Background: an optimization exercise with open tools, aiming at small area. Do not read the settings as production practice. Where RTL was checked, it was by simulation tests only, not by an equivalence proof against the original. Power is estimated from default activity; no workload was simulated.

==> inputs of run a <==
## dpd_output_stage
module dpd_output_stage (
  input  logic               clk,
  input  logic               rst_n,
  input  logic               ENABLE,
  input  logic               valid_in,
  input  logic signed [15:0] y_in_re,
  input  logic signed [15:0] y_in_im,
  input  logic signed [15:0] gain,
  input  logic               clr_status,
  input  logic               dac_ready,
  output logic               dac_valid,
  output logic signed [15:0] dac_re,
  output logic signed [15:0] dac_im,
  output logic               fifo_full,
  output logic               fifo_empty,
  output logic [4:0]         fifo_level,
  output logic               overflow,
  output logic [15:0]        sat_count
);
  logic               r_s1_valid;
  logic        [15:0] r_s1_re, r_s1_im;
  logic               r_s1_sat;
  logic               r_s2_valid;
  logic        [15:0] r_s2_re, r_s2_im;
  logic               r_s2_sat;
  ...
==> flow/config.mk <==
export PLATFORM = sky130hd
export DESIGN_NAME = dpd_output_stage
export DESIGN_NICKNAME = dpd_output_stage
export VERILOG_FILES = /design/flow/design.v
export SDC_FILE = /design/flow/constraint.sdc
export NUM_CORES = 4
export LEC_CHECK = 0
export CAP_MARGIN = 20
export CORE_MARGIN = 2
export CORE_UTILIZATION = 40
export CTS_CLUSTER_DIAMETER = 150
export CTS_CLUSTER_SIZE = 25
export SLEW_MARGIN = 20
export SYNTH_HIERARCHICAL = 1
==> flow/constraint.sdc <==
create_clock -name core_clock -period 7.5 [get_ports {clk}]
set_input_delay 1.5000 -clock core_clock [delete_from_list [all_inputs] [get_ports {clk}]]
set_output_delay 1.5000 -clock core_clock [all_outputs]
set_load 0.01 [all_outputs]
standard.sh (not shown) runs the stock make flow with config.mk's settings and CLKGATE_MAP_FILE= SYNTH_SCRIPT=/design/flow/synth_recipe.tcl, a recipe that flattens the netlist after the stock synthesis.
==> flow/flow/run.sh <==
#!/bin/bash
# Standard layout, with the port buffers made from the smallest buffer cell.
set -e
export BUFFER_PORTS_ARGS="-buffer_cell sky130_fd_sc_hd__buf_1"
bash standard.sh > standard.log 2>&1
==> run b: changes against run a <==
--- a/flow/design.v
+++ b/flow/design.v
@@ -47,25 +47,22 @@
   output logic y
 );
   assign y = a ^ b;
 endmodule
 module dpd_mulrnd (
   input  logic [15:0] x,
-  input  logic [7:0]  one,
-  input  logic [7:0]  two,
+  input  logic [7:0]  onen,
+  input  logic [7:0]  twon,
   input  logic [7:0]  neg,
   output logic        sat,
   output logic [15:0] val
 );
   logic [15:0] xn;
-  logic [7:0] onen, twon;
   assign xn = ~x;
-  assign onen = ~one;
-  assign twon = ~two;
   logic pp0_0;
-  assign pp0_0 = (one[0] & x[0]) ^ neg[0];
+  assign pp0_0 = (~onen[0] & x[0]) ^ neg[0];
   logic pp0_1;
   logic q0_1;
   dpd_o22ai u_q0_1 (.a1(onen[0]), .a2(xn[1]), .b1(twon[0]), .b2(xn[0]), .y(q0_1));
   dpd_xor2 u_pp0_1 (.a(q0_1), .b(neg[0]), .y(pp0_1));
   logic pp0_2;
   logic q0_2;
@@ -127,13 +124,13 @@
   logic q0_16;
   dpd_o22ai u_q0_16 (.a1(onen[0]), .a2(xn[15]), .b1(twon[0]), .b2(xn[15]), .y(q0_16));
   dpd_xor2 u_pp0_16 (.a(q0_16), .b(neg[0]), .y(pp0_16));
   logic npp0_16;
   assign npp0_16 = ~pp0_16;
   logic pp1_0;
-  assign pp1_0 = (one[1] & x[0]) ^ neg[1];
+  assign pp1_0 = (~onen[1] & x[0]) ^ neg[1];
   logic pp1_1;
   logic q1_1;
   dpd_o22ai u_q1_1 (.a1(onen[1]), .a2(xn[1]), .b1(twon[1]), .b2(xn[0]), .y(q1_1));
   dpd_xor2 u_pp1_1 (.a(q1_1), .b(neg[1]), .y(pp1_1));
   logic pp1_2;
   logic q1_2;
@@ -195,13 +192,13 @@
   logic q1_16;
   dpd_o22ai u_q1_16 (.a1(onen[1]), .a2(xn[15]), .b1(twon[1]), .b2(xn[15]), .y(q1_16));
   dpd_xor2 u_pp1_16 (.a(q1_16), .b(neg[1]), .y(pp1_16));
   logic npp1_16;
   assign npp1_16 = ~pp1_16;
   logic pp2_0;
-  assign pp2_0 = (one[2] & x[0]) ^ neg[2];
+  assign pp2_0 = (~onen[2] & x[0]) ^ neg[2];
   logic pp2_1;
   logic q2_1;
   dpd_o22ai u_q2_1 (.a1(onen[2]), .a2(xn[1]), .b1(twon[2]), .b2(xn[0]), .y(q2_1));
   dpd_xor2 u_pp2_1 (.a(q2_1), .b(neg[2]), .y(pp2_1));
   logic pp2_2;
   logic q2_2;
@@ -263,13 +260,13 @@
   logic q2_16;
   dpd_o22ai u_q2_16 (.a1(onen[2]), .a2(xn[15]), .b1(twon[2]), .b2(xn[15]), .y(q2_16));
   dpd_xor2 u_pp2_16 (.a(q2_16), .b(neg[2]), .y(pp2_16));
   logic npp2_16;
   assign npp2_16 = ~pp2_16;
   logic pp3_0;
-  assign pp3_0 = (one[3] & x[0]) ^ neg[3];
+  assign pp3_0 = (~onen[3] & x[0]) ^ neg[3];
   logic pp3_1;
   logic q3_1;
   dpd_o22ai u_q3_1 (.a1(onen[3]), .a2(xn[1]), .b1(twon[3]), .b2(xn[0]), .y(q3_1));
   dpd_xor2 u_pp3_1 (.a(q3_1), .b(neg[3]), .y(pp3_1));
   logic pp3_2;
   logic q3_2;
@@ -331,13 +328,13 @@
   logic q3_16;
   dpd_o22ai u_q3_16 (.a1(onen[3]), .a2(xn[15]), .b1(twon[3]), .b2(xn[15]), .y(q3_16));
   dpd_xor2 u_pp3_16 (.a(q3_16), .b(neg[3]), .y(pp3_16));
   logic npp3_16;
   assign npp3_16 = ~pp3_16;
   logic pp4_0;
-  assign pp4_0 = (one[4] & x[0]) ^ neg[4];
+  assign pp4_0 = (~onen[4] & x[0]) ^ neg[4];
   logic pp4_1;
   logic q4_1;
   dpd_o22ai u_q4_1 (.a1(onen[4]), .a2(xn[1]), .b1(twon[4]), .b2(xn[0]), .y(q4_1));
   dpd_xor2 u_pp4_1 (.a(q4_1), .b(neg[4]), .y(pp4_1));
   logic pp4_2;
   logic q4_2;
@@ -399,13 +396,13 @@
   logic q4_16;
   dpd_o22ai u_q4_16 (.a1(onen[4]), .a2(xn[15]), .b1(twon[4]), .b2(xn[15]), .y(q4_16));
   dpd_xor2 u_pp4_16 (.a(q4_16), .b(neg[4]), .y(pp4_16));
   logic npp4_16;
   assign npp4_16 = ~pp4_16;
   logic pp5_0;
-  assign pp5_0 = (one[5] & x[0]) ^ neg[5];
+  assign pp5_0 = (~onen[5] & x[0]) ^ neg[5];
   logic pp5_1;
   logic q5_1;
   dpd_o22ai u_q5_1 (.a1(onen[5]), .a2(xn[1]), .b1(twon[5]), .b2(xn[0]), .y(q5_1));
   dpd_xor2 u_pp5_1 (.a(q5_1), .b(neg[5]), .y(pp5_1));
   logic pp5_2;
   logic q5_2;
@@ -467,13 +464,13 @@
   logic q5_16;
   dpd_o22ai u_q5_16 (.a1(onen[5]), .a2(xn[15]), .b1(twon[5]), .b2(xn[15]), .y(q5_16));
   dpd_xor2 u_pp5_16 (.a(q5_16), .b(neg[5]), .y(pp5_16));
   logic npp5_16;
   assign npp5_16 = ~pp5_16;
   logic pp6_0;
-  assign pp6_0 = (one[6] & x[0]) ^ neg[6];
+  assign pp6_0 = (~onen[6] & x[0]) ^ neg[6];
   logic pp6_1;
   logic q6_1;
   dpd_o22ai u_q6_1 (.a1(onen[6]), .a2(xn[1]), .b1(twon[6]), .b2(xn[0]), .y(q6_1));
   dpd_xor2 u_pp6_1 (.a(q6_1), .b(neg[6]), .y(pp6_1));
   logic pp6_2;
   logic q6_2;
@@ -535,13 +532,13 @@
   logic q6_16;
   dpd_o22ai u_q6_16 (.a1(onen[6]), .a2(xn[15]), .b1(twon[6]), .b2(xn[15]), .y(q6_16));
   dpd_xor2 u_pp6_16 (.a(q6_16), .b(neg[6]), .y(pp6_16));
   logic npp6_16;
   assign npp6_16 = ~pp6_16;
   logic pp7_0;
-  assign pp7_0 = (one[7] & x[0]) ^ neg[7];
+  assign pp7_0 = (~onen[7] & x[0]) ^ neg[7];
   logic pp7_1;
   logic q7_1;
   dpd_o22ai u_q7_1 (.a1(onen[7]), .a2(xn[1]), .b1(twon[7]), .b2(xn[0]), .y(q7_1));
   dpd_xor2 u_pp7_1 (.a(q7_1), .b(neg[7]), .y(pp7_1));
   logic pp7_2;
   logic q7_2;
@@ -1414,59 +1411,58 @@
   output logic               fifo_empty,
   output logic [4:0]         fifo_level,
   output logic               overflow,
   output logic [15:0]        sat_count
 );
   logic               r_s1_valid;
-  logic        [15:0] r_s1_re, r_s1_im;
-  logic               r_s1_sat;
+  logic        [15:0] r_s1_re, r_s1_im, r_s1_gain;
   logic               r_s2_valid;
   logic        [15:0] r_s2_re, r_s2_im;
   logic               r_s2_sat;
   logic        [31:0] r_mem [16];
   logic        [4:0]  r_level;
   logic               r_overflow;
   logic        [15:0] r_sat_count;
-  logic        [7:0]  w_one, w_two, w_neg;
+  logic        [7:0]  w_onen, w_twon, w_neg;
   logic        [15:0] w_re, w_im;
   logic               w_sat_re, w_sat_im;
   logic               w_rd, w_wr;
   logic        [15:0] w_sel;
   logic        [511:0] w_mem;
   logic        [31:0] w_head;
   always_comb begin
     for (int i = 0; i < 8; i++) begin
       logic b0, b1, b2;
-      b0 = (i == 0) ? 1'b0 : gain[2*i-1];
-      b1 = gain[2*i];
-      b2 = gain[2*i+1];
+      b0 = (i == 0) ? 1'b0 : r_s1_gain[2*i-1];
+      b1 = r_s1_gain[2*i];
+      b2 = r_s1_gain[2*i+1];
       w_neg[i] = b2;
-      w_one[i] = b1 ^ b0;
-      w_two[i] = (b2 & ~b1 & ~b0) | (~b2 & b1 & b0);
+      w_onen[i] = ~(b1 ^ b0);
+      w_twon[i] = ~((b2 & ~b1 & ~b0) | (~b2 & b1 & b0));
     end
   end
-  dpd_mulrnd u_mul_re (.x(y_in_re), .one(w_one), .two(w_two), .neg(w_neg),
+  dpd_mulrnd u_mul_re (.x(r_s1_re), .onen(w_onen), .twon(w_twon), .neg(w_neg),
                        .sat(w_sat_re), .val(w_re));
-  dpd_mulrnd u_mul_im (.x(y_in_im), .one(w_one), .two(w_two), .neg(w_neg),
+  dpd_mulrnd u_mul_im (.x(r_s1_im), .onen(w_onen), .twon(w_twon), .neg(w_neg),
                        .sat(w_sat_im), .val(w_im));
   always_ff @(posedge clk or negedge rst_n) begin
     if (!rst_n) begin
       r_s1_valid <= 1'b0;
       r_s2_valid <= 1'b0;
     end else begin
       r_s1_valid <= valid_in && ENABLE;
       r_s2_valid <= r_s1_valid;
     end
   end
   always_ff @(posedge clk) begin
-    r_s1_re   <= w_re;
-    r_s1_im   <= w_im;
-    r_s1_sat  <= w_sat_re | w_sat_im;
-    r_s2_re   <= r_s1_re;
-    r_s2_im   <= r_s1_im;
-    r_s2_sat  <= r_s1_sat;
+    r_s1_re   <= y_in_re;
+    r_s1_im   <= y_in_im;
+    r_s1_gain <= gain;
+    r_s2_re   <= w_re;
+    r_s2_im   <= w_im;
+    r_s2_sat  <= w_sat_re | w_sat_im;
   end
   assign fifo_full  = r_level[4];
   assign fifo_empty = (r_level == 5'd0);
   assign fifo_level = r_level;
   assign dac_valid  = !fifo_empty;
   assign w_rd = dac_valid && dac_ready;
==> flow/flow/run.sh (replaced) <==
#!/bin/bash
# Standard layout, with the port buffers made from the smallest buffer cell
# and, after global routing, non-critical gates downsized (power recovery).
set -e
export BUFFER_PORTS_ARGS="-buffer_cell sky130_fd_sc_hd__buf_1"
export RECOVER_POWER=100
bash standard.sh > standard.log 2>&1
- CTS_BUF_LIST: unset -> sky130_fd_sc_hd__clkbuf_8
- CTS_CLUSTER_DIAMETER: 150 -> 100
- CTS_CLUSTER_SIZE: 25 -> 16
==> run c: changes against run a <==
--- a/flow/design.v
+++ b/flow/design.v
@@ -47,25 +47,22 @@
   output logic y
 );
   assign y = a ^ b;
 endmodule
 module dpd_mulrnd (
   input  logic [15:0] x,
-  input  logic [7:0]  one,
-  input  logic [7:0]  two,
+  input  logic [7:0]  onen,
+  input  logic [7:0]  twon,
   input  logic [7:0]  neg,
   output logic        sat,
   output logic [15:0] val
 );
   logic [15:0] xn;
-  logic [7:0] onen, twon;
   assign xn = ~x;
-  assign onen = ~one;
-  assign twon = ~two;
   logic pp0_0;
-  assign pp0_0 = (one[0] & x[0]) ^ neg[0];
+  assign pp0_0 = (~onen[0] & x[0]) ^ neg[0];
   logic pp0_1;
   logic q0_1;
   dpd_o22ai u_q0_1 (.a1(onen[0]), .a2(xn[1]), .b1(twon[0]), .b2(xn[0]), .y(q0_1));
   dpd_xor2 u_pp0_1 (.a(q0_1), .b(neg[0]), .y(pp0_1));
   logic pp0_2;
   logic q0_2;
@@ -127,13 +124,13 @@
   logic q0_16;
   dpd_o22ai u_q0_16 (.a1(onen[0]), .a2(xn[15]), .b1(twon[0]), .b2(xn[15]), .y(q0_16));
   dpd_xor2 u_pp0_16 (.a(q0_16), .b(neg[0]), .y(pp0_16));
   logic npp0_16;
   assign npp0_16 = ~pp0_16;
   logic pp1_0;
-  assign pp1_0 = (one[1] & x[0]) ^ neg[1];
+  assign pp1_0 = (~onen[1] & x[0]) ^ neg[1];
   logic pp1_1;
   logic q1_1;
   dpd_o22ai u_q1_1 (.a1(onen[1]), .a2(xn[1]), .b1(twon[1]), .b2(xn[0]), .y(q1_1));
   dpd_xor2 u_pp1_1 (.a(q1_1), .b(neg[1]), .y(pp1_1));
   logic pp1_2;
   logic q1_2;
@@ -195,13 +192,13 @@
   logic q1_16;
   dpd_o22ai u_q1_16 (.a1(onen[1]), .a2(xn[15]), .b1(twon[1]), .b2(xn[15]), .y(q1_16));
   dpd_xor2 u_pp1_16 (.a(q1_16), .b(neg[1]), .y(pp1_16));
   logic npp1_16;
   assign npp1_16 = ~pp1_16;
   logic pp2_0;
-  assign pp2_0 = (one[2] & x[0]) ^ neg[2];
+  assign pp2_0 = (~onen[2] & x[0]) ^ neg[2];
   logic pp2_1;
   logic q2_1;
   dpd_o22ai u_q2_1 (.a1(onen[2]), .a2(xn[1]), .b1(twon[2]), .b2(xn[0]), .y(q2_1));
   dpd_xor2 u_pp2_1 (.a(q2_1), .b(neg[2]), .y(pp2_1));
   logic pp2_2;
   logic q2_2;
@@ -263,13 +260,13 @@
   logic q2_16;
   dpd_o22ai u_q2_16 (.a1(onen[2]), .a2(xn[15]), .b1(twon[2]), .b2(xn[15]), .y(q2_16));
   dpd_xor2 u_pp2_16 (.a(q2_16), .b(neg[2]), .y(pp2_16));
   logic npp2_16;
   assign npp2_16 = ~pp2_16;
   logic pp3_0;
-  assign pp3_0 = (one[3] & x[0]) ^ neg[3];
+  assign pp3_0 = (~onen[3] & x[0]) ^ neg[3];
   logic pp3_1;
   logic q3_1;
   dpd_o22ai u_q3_1 (.a1(onen[3]), .a2(xn[1]), .b1(twon[3]), .b2(xn[0]), .y(q3_1));
   dpd_xor2 u_pp3_1 (.a(q3_1), .b(neg[3]), .y(pp3_1));
   logic pp3_2;
   logic q3_2;
@@ -331,13 +328,13 @@
   logic q3_16;
   dpd_o22ai u_q3_16 (.a1(onen[3]), .a2(xn[15]), .b1(twon[3]), .b2(xn[15]), .y(q3_16));
   dpd_xor2 u_pp3_16 (.a(q3_16), .b(neg[3]), .y(pp3_16));
   logic npp3_16;
   assign npp3_16 = ~pp3_16;
   logic pp4_0;
-  assign pp4_0 = (one[4] & x[0]) ^ neg[4];
+  assign pp4_0 = (~onen[4] & x[0]) ^ neg[4];
   logic pp4_1;
   logic q4_1;
   dpd_o22ai u_q4_1 (.a1(onen[4]), .a2(xn[1]), .b1(twon[4]), .b2(xn[0]), .y(q4_1));
   dpd_xor2 u_pp4_1 (.a(q4_1), .b(neg[4]), .y(pp4_1));
   logic pp4_2;
   logic q4_2;
@@ -399,13 +396,13 @@
   logic q4_16;
   dpd_o22ai u_q4_16 (.a1(onen[4]), .a2(xn[15]), .b1(twon[4]), .b2(xn[15]), .y(q4_16));
   dpd_xor2 u_pp4_16 (.a(q4_16), .b(neg[4]), .y(pp4_16));
   logic npp4_16;
   assign npp4_16 = ~pp4_16;
   logic pp5_0;
-  assign pp5_0 = (one[5] & x[0]) ^ neg[5];
+  assign pp5_0 = (~onen[5] & x[0]) ^ neg[5];
   logic pp5_1;
   logic q5_1;
   dpd_o22ai u_q5_1 (.a1(onen[5]), .a2(xn[1]), .b1(twon[5]), .b2(xn[0]), .y(q5_1));
   dpd_xor2 u_pp5_1 (.a(q5_1), .b(neg[5]), .y(pp5_1));
   logic pp5_2;
   logic q5_2;
@@ -467,13 +464,13 @@
   logic q5_16;
   dpd_o22ai u_q5_16 (.a1(onen[5]), .a2(xn[15]), .b1(twon[5]), .b2(xn[15]), .y(q5_16));
   dpd_xor2 u_pp5_16 (.a(q5_16), .b(neg[5]), .y(pp5_16));
   logic npp5_16;
   assign npp5_16 = ~pp5_16;
   logic pp6_0;
-  assign pp6_0 = (one[6] & x[0]) ^ neg[6];
+  assign pp6_0 = (~onen[6] & x[0]) ^ neg[6];
   logic pp6_1;
   logic q6_1;
   dpd_o22ai u_q6_1 (.a1(onen[6]), .a2(xn[1]), .b1(twon[6]), .b2(xn[0]), .y(q6_1));
   dpd_xor2 u_pp6_1 (.a(q6_1), .b(neg[6]), .y(pp6_1));
   logic pp6_2;
   logic q6_2;
@@ -535,13 +532,13 @@
   logic q6_16;
   dpd_o22ai u_q6_16 (.a1(onen[6]), .a2(xn[15]), .b1(twon[6]), .b2(xn[15]), .y(q6_16));
   dpd_xor2 u_pp6_16 (.a(q6_16), .b(neg[6]), .y(pp6_16));
   logic npp6_16;
   assign npp6_16 = ~pp6_16;
   logic pp7_0;
-  assign pp7_0 = (one[7] & x[0]) ^ neg[7];
+  assign pp7_0 = (~onen[7] & x[0]) ^ neg[7];
   logic pp7_1;
   logic q7_1;
   dpd_o22ai u_q7_1 (.a1(onen[7]), .a2(xn[1]), .b1(twon[7]), .b2(xn[0]), .y(q7_1));
   dpd_xor2 u_pp7_1 (.a(q7_1), .b(neg[7]), .y(pp7_1));
   logic pp7_2;
   logic q7_2;
@@ -1414,59 +1411,58 @@
   output logic               fifo_empty,
   output logic [4:0]         fifo_level,
   output logic               overflow,
   output logic [15:0]        sat_count
 );
   logic               r_s1_valid;
-  logic        [15:0] r_s1_re, r_s1_im;
-  logic               r_s1_sat;
+  logic        [15:0] r_s1_re, r_s1_im, r_s1_gain;
   logic               r_s2_valid;
   logic        [15:0] r_s2_re, r_s2_im;
   logic               r_s2_sat;
   logic        [31:0] r_mem [16];
   logic        [4:0]  r_level;
   logic               r_overflow;
   logic        [15:0] r_sat_count;
-  logic        [7:0]  w_one, w_two, w_neg;
+  logic        [7:0]  w_onen, w_twon, w_neg;
   logic        [15:0] w_re, w_im;
   logic               w_sat_re, w_sat_im;
   logic               w_rd, w_wr;
   logic        [15:0] w_sel;
   logic        [511:0] w_mem;
   logic        [31:0] w_head;
   always_comb begin
     for (int i = 0; i < 8; i++) begin
       logic b0, b1, b2;
-      b0 = (i == 0) ? 1'b0 : gain[2*i-1];
-      b1 = gain[2*i];
-      b2 = gain[2*i+1];
+      b0 = (i == 0) ? 1'b0 : r_s1_gain[2*i-1];
+      b1 = r_s1_gain[2*i];
+      b2 = r_s1_gain[2*i+1];
       w_neg[i] = b2;
-      w_one[i] = b1 ^ b0;
-      w_two[i] = (b2 & ~b1 & ~b0) | (~b2 & b1 & b0);
+      w_onen[i] = ~(b1 ^ b0);
+      w_twon[i] = ~((b2 & ~b1 & ~b0) | (~b2 & b1 & b0));
     end
   end
-  dpd_mulrnd u_mul_re (.x(y_in_re), .one(w_one), .two(w_two), .neg(w_neg),
+  dpd_mulrnd u_mul_re (.x(r_s1_re), .onen(w_onen), .twon(w_twon), .neg(w_neg),
                        .sat(w_sat_re), .val(w_re));
-  dpd_mulrnd u_mul_im (.x(y_in_im), .one(w_one), .two(w_two), .neg(w_neg),
+  dpd_mulrnd u_mul_im (.x(r_s1_im), .onen(w_onen), .twon(w_twon), .neg(w_neg),
                        .sat(w_sat_im), .val(w_im));
   always_ff @(posedge clk or negedge rst_n) begin
     if (!rst_n) begin
       r_s1_valid <= 1'b0;
       r_s2_valid <= 1'b0;
     end else begin
       r_s1_valid <= valid_in && ENABLE;
       r_s2_valid <= r_s1_valid;
     end
   end
   always_ff @(posedge clk) begin
-    r_s1_re   <= w_re;
-    r_s1_im   <= w_im;
-    r_s1_sat  <= w_sat_re | w_sat_im;
-    r_s2_re   <= r_s1_re;
-    r_s2_im   <= r_s1_im;
-    r_s2_sat  <= r_s1_sat;
+    r_s1_re   <= y_in_re;
+    r_s1_im   <= y_in_im;
+    r_s1_gain <= gain;
+    r_s2_re   <= w_re;
+    r_s2_im   <= w_im;
+    r_s2_sat  <= w_sat_re | w_sat_im;
   end
   assign fifo_full  = r_level[4];
   assign fifo_empty = (r_level == 5'd0);
   assign fifo_level = r_level;
   assign dac_valid  = !fifo_empty;
   assign w_rd = dac_valid && dac_ready;
- CORE_UTILIZATION: 40 -> 60
==> comparison <==
- Run a produced a clean layout. Run b ran to the end with violations: max-capacitance violations, max-slew violations. Run c finished with timing, DRC and antenna clean.
- Combinational power: run a > run b > run c.
- Non-clock buffer count: run a > run c > run b.
- The lowest clock power belongs to run b, the highest to run c.
- In run b the design area is lower than in run a, by about 0.5%.
- In run a the synthesized area is smaller than in run b, by about 0.7%.
For run a, only the layout was checked, not whether the RTL still works.

-- separate check: timing with driven ports --
How much do the figures lean on ideal ports? The routed layouts below were timed once more, with nothing changed but the port constraints.
Step 1, drivers: a clkbuf_16 drives clk and a buf_2 each remaining input, both assumed.
Step 2 adds t to the input delays and takes it off the output delays; t is the mean of the earliest and latest rising clock arrival at the registers after step 1. Input paths then give back, and output paths get back, about the clock's delay inside the block.
Three values: ideal ports, drivers, drivers and shift; two values: the first two.
run	t (ns)	slack for setup (ns)	worst setup path after step 2	clock arrival spread, ns	slew at the worst register clock pin (ns)
run a	0.641	0.713 / 0.748 / 0.107	input to register	0.031 / 0.031	0.10 / 0.10
run b	0.718	0.606 / 0.606 / 0.244	input to register	0.036 / 0.035	0.10 / 0.10
run c	0.692	0.777 / 0.777 / 0.777	register to register	0.021 / 0.021	0.10 / 0.10
The setup slack of run a, which loses most, moves by +0.035 ns with the drivers and by -0.606 ns with both steps.
